This design comes from an exercise in tuning for small area, a short achievable clock period and few clock cycles per item on the open sky130 flow, not from production work.
No run shown here included a check of the RTL's function; only the layout flow was run.

## flow/flow/run.sh

```bash
#!/bin/bash
set -euo pipefail
bash standard.sh SETUP_SLACK_MARGIN=6.75 finish > make_finish.log 2>&1
```

## flow/config.mk

```make
export PLATFORM = sky130hd
export DESIGN_NAME = spmv_top
export DESIGN_NICKNAME = spmv_top
export VERILOG_FILES = /design/flow/design.v
export SDC_FILE = /design/flow/constraint.sdc
export NUM_CORES = 4
export LEC_CHECK = 0
export ABC_AREA = 1
export CAP_MARGIN = 20
export CORE_MARGIN = 2
export CORE_UTILIZATION = 65
export CTS_BUF_LIST = sky130_fd_sc_hd__clkbuf_8
export CTS_CLUSTER_DIAMETER = 45
export CTS_CLUSTER_SIZE = 18
export SLEW_MARGIN = 20
```

## flow/standard.sh

```bash
#!/bin/bash
# synth_recipe.tcl (not shown) runs the flow's synth.tcl, then flattens the netlist and writes it again
# the make line also repeats each setting of config.mk as NAME=value (left out here)
make -C /OpenROAD-flow-scripts/flow DESIGN_CONFIG=/design/flow/config.mk WORK_HOME=/design/flow/orfs CLKGATE_MAP_FILE= SYNTH_SCRIPT=/design/flow/synth_recipe.tcl "${@:-finish}"
```

## flow/constraint.sdc

```tcl
create_clock -name core_clock -period 10.0 [get_ports {clk}]
set_input_delay 2.0000 -clock core_clock [delete_from_list [all_inputs] [get_ports {clk}]]
set_output_delay 2.0000 -clock core_clock [all_outputs]
set_load 0.01 [all_outputs]
```

## flow/design.v

```verilog
`default_nettype none
package cisr_pkg;
    localparam int NUM_LANES     = 4;
    localparam int NUM_ROWS      = 6;
    localparam int IN_FIFO_DEPTH = 4;
    localparam int OUT_CREDITS   = 4;
    localparam int FIFO_PTR_W    = $clog2(IN_FIFO_DEPTH);
    localparam int VALUE_W   = 16;
    localparam int COL_W     = 8;
    localparam int LEN_W     = 8;
    localparam int SUM_W     = 24;
    localparam int SUM_LO_W  = 12;
    localparam int PSUM_W    = SUM_W + 1;
    localparam int LANE_W    = VALUE_W + COL_W;
    localparam int GROUP_W   = NUM_LANES * LANE_W;
    localparam int NUM_SLOTS = 3;
    localparam int TAG_W     = 3;
    localparam int CREDIT_W  = $clog2(OUT_CREDITS + 1);
    localparam logic [COL_W-1:0] COL_PAD = 8'hff;
endpackage
`default_nettype wire
`timescale 1ns/10ps
`default_nettype none
module credit_fifo #(
    parameter int WIDTH = 8
) (
    input  logic             clk,
    input  logic             rst_l,
    input  logic             in_valid,
    input  logic [WIDTH-1:0] in_data,
    input  logic             pop,
    output logic             not_empty,
    output logic [WIDTH-1:0] head,
    output logic             credit
);
    localparam int PW = cisr_pkg::FIFO_PTR_W;
    logic [WIDTH-1:0] mem [cisr_pkg::IN_FIFO_DEPTH];
    logic [PW-1:0]    wr_ptr;
    logic [PW-1:0]    rd_ptr;
    logic [PW:0]      level;
    assign not_empty = (level != '0);
    assign head      = mem[rd_ptr];
    always_ff @(posedge clk) begin
        if (level != (PW+1)'(cisr_pkg::IN_FIFO_DEPTH)) begin
            mem[wr_ptr] <= in_data;
        end
    end
    always_ff @(posedge clk or negedge rst_l) begin
        if (!rst_l) begin
            wr_ptr <= '0;
            rd_ptr <= '0;
            level  <= '0;
            credit <= 1'b0;
        end else begin
            if (in_valid) begin
                wr_ptr <= wr_ptr + 1'b1;
            end
            if (pop) begin
                rd_ptr <= rd_ptr + 1'b1;
            end
            level  <= level + (PW+1)'(in_valid) - (PW+1)'(pop);
            credit <= pop;
        end
    end
endmodule
module shift_fifo #(
    parameter int WIDTH = 4
) (
    input  logic             clk,
    input  logic             rst_l,
    input  logic             in_valid,
    input  logic [WIDTH-1:0] in_data,
    input  logic             pop,
    output logic             not_empty,
    output logic [WIDTH-1:0] head
);
    localparam int D = cisr_pkg::IN_FIFO_DEPTH;
    logic [WIDTH-1:0] mem [D];
    logic [D-1:0]     vld;
    logic [D-1:0]     vld_after;
    logic [D-1:0]     load_in;
    logic [D-1:0]     load_sh;
    assign not_empty = vld[0];
    assign head      = mem[0];
    always_comb begin
        vld_after = pop ? (vld >> 1) : vld;
        for (int i = 0; i < D; i++) begin
            load_sh[i] = pop && (i < D-1) && vld[(i+1) % D];
            load_in[i] = in_valid && !vld_after[i] && ((i == 0) || vld_after[(i+D-1) % D]);
        end
    end
    always_ff @(posedge clk) begin
        for (int i = 0; i < D; i++) begin
            if (load_sh[i]) begin
                mem[i] <= mem[(i+1) % D];
            end else if (load_in[i]) begin
                mem[i] <= in_data;
            end
        end
    end
    always_ff @(posedge clk or negedge rst_l) begin
        if (!rst_l) begin
            vld <= '0;
        end else begin
            vld <= vld_after | load_in;
        end
    end
endmodule
`default_nettype wire
`timescale 1ns/10ps
`default_nettype none
module cisr_row_decoder (
    input  logic                                  clk,
    input  logic                                  rst_l,
    input  logic [cisr_pkg::LEN_W-1:0]            len_head,
    input  logic                                  len_not_empty,
    output logic                                  len_pop,
    input  logic [cisr_pkg::NUM_LANES*cisr_pkg::VALUE_W-1:0] grp_val,
    input  logic [cisr_pkg::NUM_LANES-1:0]        grp_pad,
    input  logic                                  grp_not_empty,
    output logic                                  grp_pop,
    output logic [cisr_pkg::NUM_LANES-1:0]        lane_done,
    output logic [cisr_pkg::NUM_LANES*cisr_pkg::TAG_W-1:0]  lane_tag,
    output logic [cisr_pkg::NUM_LANES*cisr_pkg::PSUM_W-1:0] lane_sum,
    input  logic [cisr_pkg::NUM_LANES-1:0]        lane_release,
    input  logic                                  slot_free,
    output logic                                  xfer_valid,
    output logic [cisr_pkg::TAG_W-1:0]            xfer_tag,
    output logic [cisr_pkg::PSUM_W-1:0]           xfer_sum
);
    localparam int NL = cisr_pkg::NUM_LANES;
    localparam int LW = cisr_pkg::LEN_W;
    localparam int TW = cisr_pkg::TAG_W;
    localparam int VW = cisr_pkg::VALUE_W;
    localparam int AW = cisr_pkg::SUM_W;
    localparam int PW = cisr_pkg::PSUM_W;
    localparam int LO = cisr_pkg::SUM_LO_W;
    localparam int HI = AW - LO;
    logic [LW-1:0] cnt  [NL];
    logic [NL-1:0] cz;
    logic [TW-1:0] tag  [NL];
    logic [TW-1:0] next_tag;
    logic [LO-1:0] acc_lo [NL];
    logic [HI-1:0] acc_hi [NL];
    logic [NL-1:0] acc_c;
    logic [NL-1:0] fresh;
    logic [NL-1:0] pend;
    logic [NL-1:0] live;
    logic [NL-1:0] need;
    logic [NL-1:0] first;
    logic [NL-1:0] xsel;
    logic [NL-1:0] leave;
    logic [NL-1:0] hand;
    logic [NL-1:0] take;
    logic          handout;
    logic          more;
    logic [LW-1:0] cnt_next [NL];
    logic [NL-1:0] eff_one;
    logic [NL-1:0] eff_zero;
    always_comb begin
        for (int i = 0; i < NL; i++) begin
            live[i] = !grp_pad[i];
            need[i] = grp_not_empty && live[i] && cz[i];
        end
        first = need & ~(need - 1'b1);
        more  = |(need & ~first);
        xsel  = slot_free ? (pend & ~(pend - 1'b1)) : '0;
        leave = xsel;
        handout = (need != '0) && len_not_empty && ((first & pend & ~leave) == '0);
        hand    = handout ? first : '0;
        len_pop = handout;
        grp_pop = grp_not_empty && ((need == '0) || (!more && handout));
        take    = grp_pop ? live : '0;
        for (int i = 0; i < NL; i++) begin
            cnt_next[i] = hand[i] ? (take[i] ? len_head - 1'b1 : len_head)
                                  : (take[i] ? cnt[i] - 1'b1 : cnt[i]);
            eff_one[i]  = hand[i] ? (len_head == LW'(1)) : (cnt[i] == LW'(1));
            eff_zero[i] = hand[i] ? 1'b0 : cz[i];
        end
    end
    always_comb begin
        lane_done  = pend;
        xfer_valid = (xsel != '0);
        xfer_tag   = '0;
        xfer_sum   = '0;
        for (int i = 0; i < NL; i++) begin
            lane_tag[i*TW +: TW] = tag[i];
            lane_sum[i*PW +: PW] = {acc_c[i], acc_hi[i], acc_lo[i]};
            if (xsel[i]) begin
                xfer_tag = tag[i];
                xfer_sum = {acc_c[i], acc_hi[i], acc_lo[i]};
            end
        end
    end
    always_ff @(posedge clk or negedge rst_l) begin
        if (!rst_l) begin
            for (int i = 0; i < NL; i++) begin
                cnt[i] <= '0;
                tag[i] <= '0;
            end
            next_tag <= '0;
            cz       <= '1;
            fresh    <= '1;
            pend     <= '0;
        end else begin
            for (int i = 0; i < NL; i++) begin
                cnt[i] <= cnt_next[i];
                if (hand[i]) begin
                    tag[i] <= next_tag;
                end
            end
            if (handout) begin
                next_tag <= next_tag + 1'b1;
            end
            cz    <= (take & eff_one) | (~take & eff_zero);
            fresh <= (fresh | leave | (pend & lane_release)) & ~take;
            pend  <= (pend & ~leave & ~lane_release) | (take & eff_one);
        end
    end
    always_ff @(posedge clk) begin
        for (int i = 0; i < NL; i++) begin
            if (take[i]) begin
                {acc_c[i], acc_lo[i]} <= {1'b0, ((fresh[i] || leave[i]) ? '0 : acc_lo[i])}
                                         + {1'b0, grp_val[i*VW +: LO]};
                acc_hi[i] <= ((fresh[i] || leave[i]) ? '0 : acc_hi[i])
                             + {{(AW-VW){grp_val[i*VW+VW-1]}}, grp_val[i*VW+LO +: VW-LO]}
                             + HI'((fresh[i] || leave[i]) ? 1'b0 : acc_c[i]);
            end
        end
    end
endmodule
`default_nettype wire
`timescale 1ns/10ps
`default_nettype none
module row_accumulator (
    input  logic                        clk,
    input  logic                        rst_l,
    input  logic [cisr_pkg::NUM_LANES-1:0]                   lane_done,
    input  logic [cisr_pkg::NUM_LANES*cisr_pkg::TAG_W-1:0]   lane_tag,
    input  logic [cisr_pkg::NUM_LANES*cisr_pkg::PSUM_W-1:0]  lane_sum,
    output logic [cisr_pkg::NUM_LANES-1:0]                   lane_release,
    output logic                        slot_free,
    input  logic                        xfer_valid,
    input  logic [cisr_pkg::TAG_W-1:0]  xfer_tag,
    input  logic [cisr_pkg::PSUM_W-1:0] xfer_sum,
    output logic                        head_done,
    output logic [cisr_pkg::PSUM_W-1:0] head_sum,
    input  logic                        release_head
);
    localparam int NS = cisr_pkg::NUM_SLOTS;
    localparam int NL = cisr_pkg::NUM_LANES;
    localparam int TW = cisr_pkg::TAG_W;
    localparam int PW = cisr_pkg::PSUM_W;
    logic [PW-1:0] sums [NS];
    logic [TW-1:0] tags [NS];
    logic [NS-1:0] full;
    logic [TW-1:0] out_tag;
    logic [NS-1:0] free_sel;
    logic [NS-1:0] slot_hit;
    logic [NL-1:0] lane_hit;
    logic          keep;
    always_comb begin
        free_sel  = ~full & ~(~full - 1'b1);
        slot_free = (full != '1);
        head_sum  = '0;
        for (int s = 0; s < NS; s++) begin
            slot_hit[s] = full[s] && (tags[s] == out_tag);
            if (slot_hit[s]) begin
                head_sum = head_sum | sums[s];
            end
        end
        for (int i = 0; i < NL; i++) begin
            lane_hit[i] = lane_done[i] && (lane_tag[i*TW +: TW] == out_tag);
            if (lane_hit[i]) begin
                head_sum = head_sum | lane_sum[i*PW +: PW];
            end
        end
        head_done    = (slot_hit != '0) || (lane_hit != '0);
        lane_release = release_head ? lane_hit : '0;
        keep = !(release_head && (xfer_tag == out_tag));
    end
    always_ff @(posedge clk) begin
        for (int s = 0; s < NS; s++) begin
            if (xfer_valid && free_sel[s]) begin
                sums[s] <= xfer_sum;
                tags[s] <= xfer_tag;
            end
        end
    end
    always_ff @(posedge clk or negedge rst_l) begin
        if (!rst_l) begin
            full    <= '0;
            out_tag <= '0;
        end else begin
            if (release_head) begin
                out_tag <= out_tag + 1'b1;
            end
            full <= (full & ~(release_head ? slot_hit : '0))
                    | ((xfer_valid && keep) ? free_sel : '0);
        end
    end
endmodule
`default_nettype wire
`timescale 1ns/10ps
`default_nettype none
module result_serializer (
    input  logic                        clk,
    input  logic                        rst_l,
    input  logic                        head_done,
    input  logic [cisr_pkg::PSUM_W-1:0] head_sum,
    output logic                        release_head,
    output logic                        out_valid,
    output logic [7:0]                  out_byte,
    input  logic                        out_credit
);
    localparam int AW = cisr_pkg::SUM_W;
    localparam int LO = cisr_pkg::SUM_LO_W;
    logic [cisr_pkg::CREDIT_W-1:0] credits;
    logic [1:0] byte_idx;
    logic       send;
    logic [7:0] raw;
    logic [7:0] addend;
    logic [8:0] res;
    logic       carry;
    logic       sign;
    assign send         = head_done && ((credits != '0) || out_credit);
    assign release_head = send && (byte_idx == 2'd3);
    always_comb begin
        raw    = '0;
        addend = '0;
        case (byte_idx)
            2'd0: raw = head_sum[7:0];
            2'd1: begin
                raw    = head_sum[15:8];
                addend = 8'(head_sum[AW]) << (LO - 8);
            end
            2'd2: raw = head_sum[23:16];
            default: raw = '0;
        endcase
        res = {1'b0, raw} + {1'b0, addend} + 9'(carry);
    end
    always_ff @(posedge clk) begin
        out_byte <= (byte_idx == 2'd3) ? {8{sign}} : res[7:0];
    end
    always_ff @(posedge clk or negedge rst_l) begin
        if (!rst_l) begin
            credits   <= cisr_pkg::CREDIT_W'(cisr_pkg::OUT_CREDITS);
            byte_idx  <= '0;
            out_valid <= 1'b0;
            carry     <= 1'b0;
            sign      <= 1'b0;
        end else begin
            credits   <= credits + cisr_pkg::CREDIT_W'(out_credit) - cisr_pkg::CREDIT_W'(send);
            out_valid <= send;
            if (send) begin
                byte_idx <= byte_idx + 1'b1;
                carry    <= (byte_idx == 2'd1) && res[8];
                sign     <= res[7];
            end
        end
    end
endmodule
`default_nettype wire
`timescale 1ns/10ps
`default_nettype none
module spmv_top (
    input  logic        clk,
    input  logic        rst_l,
    input  logic        row_len_valid,
    input  logic [7:0]  row_len,
    output logic        row_len_credit,
    input  logic        grp_valid,
    input  logic [95:0] grp,
    output logic        grp_credit,
    output logic        out_valid,
    output logic [7:0]  out_byte,
    input  logic        out_credit
);
    localparam int NL = cisr_pkg::NUM_LANES;
    localparam int PW = cisr_pkg::LANE_W;
    localparam int CW = cisr_pkg::COL_W;
    localparam int VW = cisr_pkg::VALUE_W;
    logic [cisr_pkg::LEN_W-1:0]    len_head;
    logic                          len_not_empty;
    logic                          len_pop;
    logic [NL*VW-1:0]              grp_val_in;
    logic [NL-1:0]                 grp_pad_in;
    logic [NL*VW-1:0]              grp_val;
    logic [NL-1:0]                 grp_pad;
    logic                          grp_not_empty;
    logic                          grp_pop;
    logic [NL-1:0]                 lane_done;
    logic [NL*cisr_pkg::TAG_W-1:0] lane_tag;
    logic [NL*cisr_pkg::PSUM_W-1:0] lane_sum;
    logic [NL-1:0]                 lane_release;
    logic                          slot_free;
    logic                          xfer_valid;
    logic [cisr_pkg::TAG_W-1:0]    xfer_tag;
    logic [cisr_pkg::PSUM_W-1:0]   xfer_sum;
    logic                          head_done;
    logic [cisr_pkg::PSUM_W-1:0]   head_sum;
    logic                          release_head;
    always_comb begin
        for (int i = 0; i < NL; i++) begin
            grp_pad_in[i]          = (grp[i*PW +: CW] == cisr_pkg::COL_PAD);
            grp_val_in[i*VW +: VW] = grp[i*PW+CW +: VW];
        end
    end
    credit_fifo #(.WIDTH(cisr_pkg::LEN_W)) i_len_fifo (
        .clk, .rst_l,
        .in_valid  (row_len_valid), .in_data (row_len),
        .pop       (len_pop),       .not_empty (len_not_empty),
        .head      (len_head),      .credit (row_len_credit)
    );
    credit_fifo #(.WIDTH(NL*VW)) i_grp_fifo (
        .clk, .rst_l,
        .in_valid  (grp_valid),     .in_data (grp_val_in),
        .pop       (grp_pop),       .not_empty (),
        .head      (grp_val),       .credit (grp_credit)
    );
    shift_fifo #(.WIDTH(NL)) i_pad_fifo (
        .clk, .rst_l,
        .in_valid  (grp_valid),     .in_data (grp_pad_in),
        .pop       (grp_pop),       .not_empty (grp_not_empty),
        .head      (grp_pad)
    );
    cisr_row_decoder i_decoder (
        .clk, .rst_l,
        .len_head, .len_not_empty, .len_pop,
        .grp_val, .grp_pad, .grp_not_empty, .grp_pop,
        .lane_done, .lane_tag, .lane_sum, .lane_release,
        .slot_free, .xfer_valid, .xfer_tag, .xfer_sum
    );
    row_accumulator i_slots (
        .clk, .rst_l,
        .lane_done, .lane_tag, .lane_sum, .lane_release,
        .slot_free, .xfer_valid, .xfer_tag, .xfer_sum,
        .head_done, .head_sum, .release_head
    );
    result_serializer i_serializer (
        .clk, .rst_l, .head_done, .head_sum, .release_head,
        .out_valid, .out_byte, .out_credit
    );
endmodule
`default_nettype wire
```

==> results.cfg, run 1 <==
[floorplanning]
fp-row-count = 78
initial_core_util_pct = 65.36
die_x_um = 216.9
die_area_um2 = 47050
core_area_um2 = 45090
die_h_um = 216.9
ios = 120

[grt]
grt_pass1_vias = 22098
grt_max_degree = 65
grt_pass1_wl_mm = 123.3
track_usage_pct = 34.30
grt_antenna_before_repair = 0
gr-total-overflow = 0

[finish]
fill_cells = 3025
nets = 3425
drive_gt1_share_pct = 16.00
area_growth_pct = 18.90
fin_cells = 3838

[setup_path]
path_cells = nand3_4 -> inv_4 -> nor3_4 -> clkinvlp_4 -> nand2_8 -> nor2_4 -> fa_2 -> inv_2 -> fa_2 -> nor2_1 -> a211oi_2 -> o21ai_2 -> nand2_1 -> nand2_1 -> a21oi_2 -> nor2_1 -> nor2_1 -> nor2_1 -> nor2_1 -> xnor2_1
critPathSlowestCell = dfrtp_2
worst-setup-path-type = register to register
cpPeakStageDelay_ns = 0.43
reg2reg_slack_ns = 6.66
worstPathRequired_ns = 10.43
crit_arrival_ns = 3.77
start_kind = register
cp-end-kind = register
cpMostUsedCell = nor2_1
cp_max_fo = 5

[synthesis]
yosys.area.top_type = edfxtp_1
synth_compound_area_share_pct = 10.44
synth_top_area_share_pct = 49.73
ys.flop_type = edfxtp_1
yosys.area_share.simple_pct = 15.60
synth.area.mux_share_pct = 0
post-synth-top-count-cell = edfxtp_1
yosys-top-cells-count = 488 x edfxtp_1, 442 x nand2_1, 382 x nor2_1
seq_area_frac_synth_pct = 58.21
synth_adder_area_share_pct = 6.157
synthCells = 2933
synth-warning-count = 15
synthXorXnorAreaFrac_pct = 4.042
syn_area_per_cell_um2 = 10.05
syn_area_um2 = 29470
synth_edf_count = 488
async_flop_share_pct = 15.79
synth.net_count = 3178
synth_top_family_by_area = simple AND/OR/NAND/NOR gates
synth_seq_cells = 589
netlist-cell-type-count = 52
synth_area_leaders = edfxtp_1 50%, dfrtp_1 7.1%, nand2_1 5.6%

[sta]
rsz0062_at_grt = true
hold_violations = 0
final.min_clock_period_ns = 3.345
fin_skew_ns = 0.04431
max_freq_mhz = 299.0
slew_viol_final = 0
finalSetupViolCount = 0
fin_setup_tns_ns = 0
max_slew.worst_pin.slew_ns = 1.007
period_share_pct = 33.45
max_slew_margin_pct = 32.85

[clocking]
cts-root-buf = clkbuf_8
clk_pin_slew_ns = 0.09
numCtsBuffers = 70
h-tree-depth = 3
clockBufferDepth = 3
cts_hold_buf = 0
clock-sinks = 589
cts_tree = yes
clk_latency_ns = 0.70

[route]
routed_wl_mm = 83.22
viasPerCell = 6.017
drtIter0Drc = 2679
drt.antenna.violating_nets = 0
first_pass_iters = 6
drc = 0
wire_per_inst_um = 21.68
via_count = 23095

[worst_hold_path]
hold_class = register to register

[placed_design]
post-dp-hpwl_mm = 51.40
gp_congestion = 0.9364
dp.cells = 3574
portBuffers = 119

[run]
drv_cap = 0

[status]
status = complete, no violations
[final cells by class]
| cell class | instances | area (um2) | share of cell area [%] |
|---|---|---|---|
| inverter | 317 | 1282 | 3.660 |
| tap | 600 | 750.7 | 2.143 |
| timing repair inverter | 6 | 60.06 | 0.1714 |
| clock buffer | 71 | 977.2 | 2.789 |
| timing repair buffer | 273 | 2698 | 7.699 |
| clock inverter | 58 | 603.1 | 1.721 |
| sequential | 589 | 17170 | 48.99 |
| antenna | 1 | 2.502 | 0.007142 |
| multi-input combinational | 1923 | 11500 | 32.81 |
[through the flow]
stage / hold slack, ns / worst slack, ns / util, % / instance area, um2
after floorplan: 0.4481 / 6.197 / - / 29550
after global placement: 0.4581 / 4.999 / 69.33 / 31260
after detailed placement: 0.4670 / 4.846 / 69.33 / 31260
after CTS: 0.4802 / 6.651 / 75.39 / 33990
after global routing: 0.5021 / 6.537 / 77.70 / 35030
final: 0.4779 / 6.655 / 77.71 / 35040
[path summary, 6_finish.rpt]
| path | start | end | cells after the start |
|---|---|---|---|
| worst max register to register | i_slots.full[0] | i_decoder.acc_hi[3][10] | 20 |
| max in group asynchronous | rst_l | i_grp_fifo.rd_ptr[0] | 2 |
| min in group asynchronous | rst_l | i_decoder.pend[2] | 1 |
| worst min register to register | i_decoder.cz[2] | i_decoder.cz[2] | 2 |
| worst max-delay path | i_slots.full[0] | i_decoder.acc_hi[3][10] | 20 |
| worst min-delay path | i_decoder.cz[2] | i_decoder.cz[2] | 2 |
[per-layer routing]
metal	track usage, %	share of wire [%]	vias to the layer above
met5	0	0	-
met4	12.72	4.4	0
met3	6.946	10	258
met2	54.97	46	1226
met1	46.83	40	11044
li1	-	-	10567
[registers in the layout, summed over array words and instances (netlist names), 8 cells and up]
signal,count
i_slots.sums,75
i_serializer.out_byte,8
i_decoder.tag,12
i_len_fifo.mem,32
i_slots.tags,9
i_decoder.acc_hi,48
i_pad_fifo.mem,16
i_grp_fifo.mem,256
i_decoder.cnt,32
i_decoder.acc_lo,48
[cells in the final DEF (no fill, tap or decap), types with 18 or more instances in the layout]
cell type        synthesis  final
a21oi_2                  0     18
xnor2_1                 37     37
clkinvlp_4               0     19
nand2_1                442    423
nor2_4                   7     23
dfrtp_1                 84     75
o22ai_1                 97     83
nor2_1                 382    358
ha_1                   121    115
o21ai_1                 10     27
clkdlybuf4s50_1          0    106
xor2_1                  99     99
inv_1                  306    288
o21ai_0                252    220
a21oi_1                146    128
clkbuf_8                 0     71
nand3_1                186    180
buf_4                    5    118
edfxtp_1               488    488
[timing repair]
item / CTS / global route
setup buffers: 60 / 57
setup endpoints to repair: 279 / 121
resized for setup: 173 / 142
gates cloned: 10 / 7
pin swaps: 29 / 62
[cell families (layout without fill, tap and decap cells)]
logic type | Yosys count | in the layout
XOR/XNOR | 136 | 136
other | 0 | 1
AND/OR/NAND/NOR | 1091 | 1093
buffers and inverters | 423 | 725
adder cells (fa/ha/maj) | 136 | 136
AO/OA/AOI/OAI | 558 | 558
flip-flops | 589 | 589
[critical path, delay by kind of cell, from the launching register on]
family          cells  cell delay, ns
compound gates      3            0.44
xor+xnor            1            0.08
fa+ha+maj           2            0.64
buf+inv             3            0.42
flops               1            0.43
simple gates       11            1.08
==> run 2, diff against run 1 <==
--- a/flow/design.v
+++ b/flow/design.v
@@ -194,21 +194,11 @@
     end
     always_ff @(posedge clk or negedge rst_l) begin
         if (!rst_l) begin
-            for (int i = 0; i < NL; i++) begin
-                cnt[i] <= '0;
-                tag[i] <= '0;
-            end
             next_tag <= '0;
             cz       <= '1;
             fresh    <= '1;
             pend     <= '0;
         end else begin
-            for (int i = 0; i < NL; i++) begin
-                cnt[i] <= cnt_next[i];
-                if (hand[i]) begin
-                    tag[i] <= next_tag;
-                end
-            end
             if (handout) begin
                 next_tag <= next_tag + 1'b1;
             end
@@ -218,6 +208,14 @@
         end
     end
     always_ff @(posedge clk) begin
+        for (int i = 0; i < NL; i++) begin
+            cnt[i] <= cnt_next[i];
+            if (hand[i]) begin
+                tag[i] <= next_tag;
+            end
+        end
+    end
+    always_ff @(posedge clk) begin
         for (int i = 0; i < NL; i++) begin
             if (take[i]) begin
                 {acc_c[i], acc_lo[i]} <= {1'b0, ((fresh[i] || leave[i]) ? '0 : acc_lo[i])}
==> run 2 against run 1 <==
Global-route usage up 0.27 points; routed wire length grew 1.2%.
==> results.cfg, run 2 <==
[status]
status = complete, no violations

[synthesis]
synth-warning-count = 15
netlist-cell-type-count = 55
synth.net_count = 3062
post-synth-top-count-cell = edfxtp_1
synth_area_leaders = edfxtp_1 55%, nand2_1 5.5%, ha_1 5.2%
async_flop_share_pct = 8.319
yosys-top-cells-count = 532 x edfxtp_1, 427 x nand2_1, 350 x nor2_1
seq_area_frac_synth_pct = 59.58
synth_seq_cells = 589
ys.flop_type = edfxtp_1
synth_top_area_share_pct = 54.78
synth_edf_count = 532
syn_area_per_cell_um2 = 10.35
synthCells = 2817
yosys.area.top_type = edfxtp_1
syn_area_um2 = 29160

[grt]
grt_pass1_wl_mm = 122.3
grt_max_degree = 65
gr-total-overflow = 0
grt_pass1_vias = 21651
grt_antenna_before_repair = 0
track_usage_pct = 34.57

[worst_hold_path]
whs_path_depth = 2
hold_class = register to register
hold_end = i_decoder.cz[3]
hold_start = i_decoder.cz[3]

[setup_path]
crit_arrival_ns = 3.76
cp_max_fo = 8
reg2reg_slack_ns = 6.65
worstPathRequired_ns = 10.41
start_kind = register
reg2regPathDepth = 18
cp-end-kind = register
regToRegEndpoint = i_decoder.acc_hi[3][10]
reg2reg_from = i_slots.full[2]
worst-setup-path-type = register to register

[floorplanning]
ios = 120
die_area_um2 = 46570
initial_core_util_pct = 65.94
die_h_um = 215.8
core_area_um2 = 44220
die_x_um = 215.8
fp-row-count = 77

[clocking]
cts_tree = yes
clock-sinks = 589
cts-root-buf = clkbuf_8
clk_pin_slew_ns = 0.08
clk_latency_ns = 0.69
numCtsBuffers = 66
clockBufferDepth = 3
h-tree-depth = 3

[sta]
rsz0062_at_grt = true
max_slew.worst_pin.slew_ns = 1.005
max_freq_mhz = 298.6
slew_viol_final = 0
fin_setup_tns_ns = 0
finalSetupViolCount = 0
fin_skew_ns = 0.05053
hold_violations = 0
max_slew_margin_pct = 32.98
period_share_pct = 33.49
final.min_clock_period_ns = 3.349

[run]
drv_cap = 0

[finish]
diodes = 0
fin_util_pct = 79.45
top_register = i_grp_fifo.mem
reg.largest.list = i_grp_fifo.mem: 256 flops, i_slots.sums: 75 flops
largest_reg_flops = 256
final_common_cell = edfxtp_1
area_growth_pct = 20.48
nets = 3329
drive_gt1_share_pct = 16.48
final_cell_mix = 532 x edfxtp_1, 416 x nand2_1, 328 x nor2_1, 281 x inv_1, 204 x o21ai_0

[route]
drtIter0Drc = 2906
wl_met2_mm = 39.76
first_pass_iters = 7
top_layer = met4
drc = 0
wl_met1_mm = 31.33
drt.antenna.violating_nets = 0
wire_per_inst_um = 22.58
viasPerCell = 6.115
via_count = 22809
wl_met3_mm = 8.856
routed_wl_mm = 84.23

[placed_design]
portBuffers = 119
post-dp-hpwl_mm = 51.58
gp_congestion = 0.9425
==> run 2: changes by cell type after synthesis, sizes merged, moves of 5 or more <==
cell / delta
dfrtp: -44
edfxtp: +44
nand3: -29
nor2: -29
inv: -18
nand2: -16
xor2: -13
a21oi: -11
o211ai: -6
xnor2: +6
nand4: +5
==> run 2: stage by stage <==
stage | setup WS (ns) | hold slack (ns) | instance area (um2) | std cells
5_1_grt | 6.481 | 0.4914 | 35130 | 3730
3_5_place_dp | 4.957 | 0.4633 | 30970 | 3460
4_1_cts | 6.697 | 0.4748 | 33810 | 3638
2_1_floorplan | 6.197 | 0.4473 | 29220 | 2817
3_3_place_gp | 5.071 | 0.4584 | 30960 | 3460
6_report | 6.651 | 0.4778 | 35130 | 3730
==> run 2: cell type report <==
type / count / area [um2]
well taps: 592 / 740.7
repair inverters: 3 / 40.04
repair buffers: 297 / 3133
multi-input cells: 1831 / 11090
fillers: 2730 / 9089
flip-flops and latches: 589 / 17380
inverters: 296 / 1177
clock buffers: 76 / 1046
clock inverters: 46 / 520.5
==> run 2: layer usage <==
layer  vias to the layer above  GRT usage (%)
li1                      10278              -
met1                     10945          45.25
met2                      1292          55.58
met3                       294          7.512
met4                         0          16.14
met5                         -              0
==> run 2: how the worst max path moves through the flow <==
stage / from / endpoint / slack, ns / cells after the start
after floorplan: i_grp_fifo.wr_ptr[0] / i_grp_fifo.mem[2][0] / 6.20 / 4
after global placement: i_grp_fifo.rd_ptr[0] / i_decoder.acc_hi[0][11] / 5.07 / 17
after detailed placement: i_grp_fifo.rd_ptr[0] / i_decoder.acc_hi[0][11] / 4.96 / 17
after CTS: i_grp_fifo.rd_ptr[0] / i_decoder.acc_hi[0][11] / 6.70 / 17
after global routing: i_slots.full[2] / i_decoder.acc_hi[3][10] / 6.48 / 18
final: i_slots.full[2] / i_decoder.acc_hi[3][10] / 6.65 / 18
==> run 2: critical path, stage by stage, from the launching register on <==
cell and delay [ns]:
dfrtp_1 0.42, nand3_4 0.15, buf_12 0.16, nand4_1 0.10, buf_4 0.14, buf_12 0.12, nand2_8 0.07, nor2_1 0.19
fa_2 0.24, inv_1 0.06, fa_2 0.42, o21ai_2 0.18, a21o_1 0.17, a21oi_2 0.08, o21ai_1 0.19, a21oi_1 0.10
nor2_1 0.11, nor2_1 0.05, xor2_1 0.14
==> run 2: repair_timing <==
item,in CTS,in global routing
gates resized for setup,168,138
hold buffers,0,0
pin swaps,25,73
setup endpoints to repair,308,98
cloned,14,6
setup buffers,42,86
==> run 2: logic make-up after synthesis <==
| family | share of synthesized area (%) |
|---|---|
| adders and majority gates | 6.222 |
| muxes | 0.03861 |
| AOI/OAI and AO/OA | 10.18 |
| buffers and inverters | 5.355 |
| xor gates and xnor gates | 3.875 |
| DFF | 59.58 |
| and+or+nand+nor | 14.76 |

what the ideal ports hide:
The results above use ideal ports. As a check the final layouts listed here were re-extracted and re-timed, cells and wires unchanged.
Step 1 assumes that a clkbuf_16 drives the clock port and a buf_2 every other input.
Step 2 times the ports against the registers' clock, not the clock port: input delays grow and output delays shrink by t, the midpoint of the rising clock arrivals with the driver on.
Slacks: no drivers / after step 1 / after step 2; pairs: no drivers / after step 1.
run	t, ns	slack for setup (ns)	worst hold slack (ns)	worst setup path after step 2	cell pins on the clock port's net
run 1	0.729	6.655 / 6.655 / 6.192	0.478 / 0.478 / 0.478	input to register	1
run 2	0.724	6.651 / 6.651 / 6.163	0.478 / 0.478 / 0.478	input to register	1
After both steps setup and hold are still met in every run listed. The setup slack of run 2, which loses most, moves by 0.000 ns with the drivers and by -0.488 ns with both steps.
